Source: an optimization exercise on an open RTL-to-GDS flow (aim: small area). Production flows keep margins and buffers that such runs may drop.
The RTL was checked by simulation tests, not by an equivalence proof against the original design.

## the reference run
==> flow/design.v <==
module sprite_sequencer #(
    parameter int MAX_SPRITES  = 16,
    parameter int NUM_FRAMES   = 512,
    parameter int WIDTH        = 1280,
    parameter int HEIGHT       = 720,
    parameter int ANIM_DIV     = 6,
    parameter int MAX_ANIM_LEN = 8,
    localparam int IW = $clog2(MAX_SPRITES),
    localparam int FW = $clog2(NUM_FRAMES),
    localparam int XW = $clog2(WIDTH),
    localparam int YW = $clog2(HEIGHT),
    localparam int LW = $clog2(MAX_ANIM_LEN + 1)
) (
    input  logic          clk_pixel,
    input  logic          sys_rst,
    input  logic          new_frame,
    input  logic          wr_en,
    input  logic [IW-1:0] wr_index,
    input  logic          wr_active,
    input  logic [XW-1:0] wr_x,
    input  logic [YW-1:0] wr_y,
    input  logic [FW-1:0] wr_base_frame,
    input  logic [LW-1:0] wr_anim_len,
    input  logic          sprite_ready,
    output logic          sprite_valid,
    output logic [XW-1:0] sprite_x,
    output logic [YW-1:0] sprite_y,
    output logic [FW-1:0] sprite_frame_number,
    output logic [IW-1:0] sprite_index,
    output logic          busy,
    output logic          list_done,
    output logic          overrun
);
    localparam int DW = (ANIM_DIV > 1) ? $clog2(ANIM_DIV) : 1;
    logic          busy_reg, drain_reg;
    logic [IW-1:0] scan_idx_reg;
    logic [DW-1:0] div_reg;
    logic          step_reg;
    logic          overrun_reg;
    logic          list_done_reg;
    logic          valid_reg;
    logic [XW-1:0] x_reg;
    logic [YW-1:0] y_reg;
    logic [FW-1:0] frame_reg;
    logic [IW-1:0] index_reg;
    logic          act_arr   [MAX_SPRITES];
    logic [XW-1:0] x_arr     [MAX_SPRITES];
    logic [YW-1:0] y_arr     [MAX_SPRITES];
    logic [FW-1:0] base_arr  [MAX_SPRITES];
    logic [LW-1:0] len_arr   [MAX_SPRITES];
    logic [LW-1:0] phase_arr [MAX_SPRITES];
    logic [MAX_SPRITES-1:0] sel;
    logic          rd_act;
    logic [XW-1:0] rd_x;
    logic [YW-1:0] rd_y;
    logic [FW-1:0] rd_base;
    logic [LW-1:0] rd_len;
    logic [LW-1:0] rd_phase;
    always_comb begin
        for (int i = 0; i < MAX_SPRITES; i++) sel[i] = (scan_idx_reg == IW'(i));
    end
    assign rd_act   = act_arr[scan_idx_reg];
    assign rd_x     = x_arr[scan_idx_reg];
    assign rd_y     = y_arr[scan_idx_reg];
    assign rd_base  = base_arr[scan_idx_reg];
    assign rd_len   = len_arr[scan_idx_reg];
    assign rd_phase = phase_arr[scan_idx_reg];
    logic handshake, out_free, inspect, load, last_idx, scanning;
    logic adv_load, hold_next, wr_held;
    logic [LW-1:0] ph_inc, adv_phase, wr_phase;
    assign scanning   = busy_reg && !drain_reg;
    assign handshake  = valid_reg && sprite_ready;
    assign out_free   = !valid_reg || sprite_ready;
    assign inspect    = scanning && (out_free || !rd_act);
    assign load       = inspect && rd_act;
    assign last_idx   = (scan_idx_reg == IW'(MAX_SPRITES - 1));
    assign adv_load   = load && step_reg;
    assign ph_inc     = rd_phase + LW'(1);
    assign adv_phase  = (ph_inc >= ((rd_len == '0) ? LW'(1) : rd_len)) ? '0 : ph_inc;
    assign wr_held    = step_reg && (load ? (wr_index == scan_idx_reg)
                                          : (valid_reg && !sprite_ready && wr_index == index_reg));
    assign wr_phase   = {{(LW-1){1'b0}}, wr_held && (wr_anim_len > LW'(1))};
    genvar gi;
    generate
        for (gi = 0; gi < MAX_SPRITES; gi++) begin : g_entry
            logic          active_reg;
            logic [XW-1:0] x_e_reg;
            logic [YW-1:0] y_e_reg;
            logic [FW-1:0] base_reg;
            logic [LW-1:0] len_reg;
            logic [LW-1:0] phase_reg;
            logic          wr_hit;
            assign wr_hit = wr_en && (wr_index == IW'(gi));
            always_ff @(posedge clk_pixel or posedge sys_rst) begin
                if (sys_rst) begin
                    active_reg <= 1'b0;
                end else if (wr_hit) begin
                    active_reg <= wr_active;
                end
            end
            always_ff @(posedge clk_pixel) begin
                if (wr_hit) begin
                    x_e_reg   <= wr_x;
                    y_e_reg   <= wr_y;
                    base_reg  <= wr_base_frame;
                    len_reg   <= wr_anim_len;
                    phase_reg <= wr_phase;
                end else if (adv_load && sel[gi]) begin
                    phase_reg <= adv_phase;
                end
            end
            assign act_arr[gi]   = active_reg;
            assign x_arr[gi]     = x_e_reg;
            assign y_arr[gi]     = y_e_reg;
            assign base_arr[gi]  = base_reg;
            assign len_arr[gi]   = len_reg;
            assign phase_arr[gi] = phase_reg;
        end
    endgenerate
    logic leave_scan, leave_drain, done_next;
    assign leave_scan  = inspect && last_idx && !load && out_free;
    assign leave_drain = drain_reg && out_free;
    assign done_next   = leave_scan || leave_drain;
    always_ff @(posedge clk_pixel or posedge sys_rst) begin
        if (sys_rst) begin
            busy_reg      <= 1'b0;
            drain_reg     <= 1'b0;
            div_reg       <= '0;
            overrun_reg   <= 1'b0;
            list_done_reg <= 1'b0;
            valid_reg     <= 1'b0;
        end else begin
            list_done_reg <= done_next;
            if (!busy_reg) begin
                if (new_frame) begin
                    busy_reg <= 1'b1;
                    div_reg  <= (div_reg == DW'(ANIM_DIV - 1)) ? '0 : div_reg + DW'(1);
                end
            end else begin
                if (new_frame) overrun_reg <= 1'b1;
                if (done_next) begin
                    busy_reg  <= 1'b0;
                    drain_reg <= 1'b0;
                end else if (inspect && last_idx) begin
                    drain_reg <= 1'b1;
                end
            end
            if (load) valid_reg <= 1'b1;
            else if (handshake) valid_reg <= 1'b0;
        end
    end
    always_ff @(posedge clk_pixel) begin
        if (!busy_reg) begin
            if (new_frame) begin
                scan_idx_reg <= '0;
                step_reg     <= (div_reg == DW'(ANIM_DIV - 1));
            end
        end else if (inspect && !last_idx) begin
            scan_idx_reg <= scan_idx_reg + IW'(1);
        end
    end
    always_ff @(posedge clk_pixel) begin
        if (load) begin
            x_reg     <= rd_x;
            y_reg     <= rd_y;
            frame_reg <= rd_base + FW'(rd_phase);
            index_reg <= scan_idx_reg;
        end
    end
    assign sprite_valid        = valid_reg;
    assign sprite_x            = x_reg;
    assign sprite_y            = y_reg;
    assign sprite_frame_number = frame_reg;
    assign sprite_index        = index_reg;
    assign busy                = busy_reg;
    assign list_done           = list_done_reg;
    assign overrun             = overrun_reg;
endmodule
==> flow/config.mk <==
export PLATFORM = sky130hd
export DESIGN_NAME = sprite_sequencer
export DESIGN_NICKNAME = sprite_sequencer
export VERILOG_FILES = /design/flow/design.v
export SDC_FILE = /design/flow/constraint.sdc
export NUM_CORES = 4
export LEC_CHECK = 0
export CAP_MARGIN = 0
export CORE_MARGIN = 2
export CORE_UTILIZATION = 30
export CTS_BUF_LIST = sky130_fd_sc_hd__clkbuf_8
export CTS_CLUSTER_DIAMETER = 50
export CTS_CLUSTER_SIZE = 15
export SLEW_MARGIN = 0
==> flow/constraint.sdc <==
create_clock -name core_clock -period 10.0 [get_ports {clk_pixel}]
set_input_delay 2.0000 -clock core_clock [delete_from_list [all_inputs] [get_ports {clk_pixel}]]
set_output_delay 2.0000 -clock core_clock [all_outputs]
set_load 0.01 [all_outputs]
run.sh (not shown) runs the stock make flow with config.mk's settings and CLKGATE_MAP_FILE= SYNTH_SCRIPT=/design/flow/synth_recipe.tcl, a recipe that flattens the netlist after the stock synthesis.
Relative to the reference run, the following input files were edited for the trial run:
- a deleted CTS_BUF_LIST that had been sky130_fd_sc_hd__clkbuf_8
- a deleted CTS_CLUSTER_SIZE that had been 15
- a deleted CTS_CLUSTER_DIAMETER that had been 50
==> flow/flow/run.sh (new file) <==
#!/bin/bash
# Layout flow: the standard synthesis, then the combinational logic is
# re-mapped for area (registers untouched: same cells, same names), then
# the standard layout with smaller port buffers and a leaner clock tree.
set -euo pipefail
W=$(pwd)
F=$W/flow
R=$W/orfs/results/$FLOW_PLATFORM/sprite_sequencer/base
LIB=$FLOW_HOME/platforms/$FLOW_PLATFORM/lib/sky130_fd_sc_hd__tt_025C_1v80.lib

# 1. standard synthesis
bash standard.sh synth > $W/1_standard_synth.log 2>&1
cp $R/1_2_yosys.v $W/1_standard_netlist.v

# 2. area re-mapping of the combinational logic
RS_IN=$W/1_standard_netlist.v RS_OUT=$W/1_resynth.v RS_LIB=$LIB \
RS_SCRIPT=$F/area.abc \
RS_DONTUSE="sky130_fd_sc_hd__probe_p_8 sky130_fd_sc_hd__probec_p_8 sky130_fd_sc_hd__lpflow_*" \
  yosys -c $F/resynth.tcl > $W/2_resynth.log 2>&1
cp $W/1_resynth.v $R/1_2_yosys.v
touch $R/1_2_yosys.v

# 3. layout
bash standard.sh \
  BUFFER_PORTS_ARGS="-buffer_cell sky130_fd_sc_hd__buf_1" \
  CTS_ARGS="-sink_clustering_enable -repair_clock_nets -buf_list sky130_fd_sc_hd__clkbuf_8 -sink_clustering_size 15 -sink_clustering_max_diameter 50 -dont_use_dummy_load" \
  finish > $W/3_layout.log 2>&1
==> flow/flow/area.abc (new file) <==
&get -n; &st; &dch -f; &nf -R 1000 -a; &st; &dch -f; &nf -R 1000 -a; &st; &dch -f; &nf -R 1000 -a; &put; stime -c
==> flow/flow/resynth.tcl (new file) <==
# Re-map the combinational logic of a mapped netlist; sequential cells
# (and their instance names) are kept as they are.
# env: RS_IN RS_OUT RS_LIB RS_SCRIPT RS_DONTUSE
yosys read_liberty -ignore_miss_func $::env(RS_LIB)
yosys blackbox sky130_fd_sc_hd__df* sky130_fd_sc_hd__edf* sky130_fd_sc_hd__sdf* sky130_fd_sc_hd__sedf* sky130_fd_sc_hd__dlx* sky130_fd_sc_hd__dlr* sky130_fd_sc_hd__lpflow_inputisolatch*
yosys read_verilog $::env(RS_IN)
yosys hierarchy -top sprite_sequencer
yosys flatten
yosys opt_clean -purge
set du {}
foreach c $::env(RS_DONTUSE) { lappend du -dont_use $c }
yosys abc -liberty $::env(RS_LIB) {*}$du -script $::env(RS_SCRIPT)
yosys opt_clean -purge
yosys read_liberty -lib -overwrite -ignore_miss_func $::env(RS_LIB)
yosys hilomap -singleton -hicell sky130_fd_sc_hd__conb_1 HI -locell sky130_fd_sc_hd__conb_1 LO
yosys splitnets
yosys opt_clean -purge
yosys insbuf -buf sky130_fd_sc_hd__buf_1 A X
yosys check -assert -mapped
yosys tee -o $::env(RS_OUT).stat stat -liberty $::env(RS_LIB)
yosys write_verilog -noattr -nohex -nodec $::env(RS_OUT)
==> flow/standard.sh (new file) <==
#!/bin/bash
# synth_recipe.tcl (not shown) runs the flow's synth.tcl, then flattens the netlist and writes it again
# the make line also repeats each setting of config.mk as NAME=value (left out here)
make -C /OpenROAD-flow-scripts/flow DESIGN_CONFIG=/design/flow/config.mk WORK_HOME=/design/flow/orfs CLKGATE_MAP_FILE= SYNTH_SCRIPT=/design/flow/synth_recipe.tcl "${@:-finish}"
removed: flow/run.sh
### Flow results
Summary of the trial run over the reference run: global-route usage has increased, count of vias placed by the detailed router has decreased, floorplan row count has decreased.
Relative to the reference run, sequential share of cell area has gone up in the trial run.
Against the reference run, first-iteration DRC count in the trial run came out better.
The trial run has non-clock buffering overhead in the final layout below what the reference run had.
Measured against each other, the trial run and the reference run differ in area after synthesis, the lower figure coming from the trial run.
Worst setup margin (higher): the trial run
Of the two values seen for slowest cell on the critical path, sky130_fd_sc_hd__nor2b_1 was produced by the reference run and sky130_fd_sc_hd__nand2_1 by the trial run.

-- afterwards: timing with drivers on the ports --
In the flow no input, the clock included, has a driving cell. The finished layouts below were timed again as built, in two steps. Step 1, drivers: a clkbuf_16 drives clk_pixel and a buf_2 each remaining input, both assumed. Step 2, shift: input delay + t, output delay - t, t = (earliest + latest rising clock arrival at the registers) / 2. This alone moves slack from input paths to output paths. Slacks: ideal / step 1 / step 2; pairs: ideal / step 1.
run	t, ns	slack for setup (ns)	worst setup path at the end	slew at the worst register clock pin (ns)	worst slew at a driven data input, ns
the reference run	0.710	3.452 / 3.452 / 3.452	register to register	0.10 / 0.10	0.13
the trial run	0.752	3.960 / 3.960 / 3.960	register to register	0.10 / 0.10	0.14
After both steps every run listed still meets setup and hold.
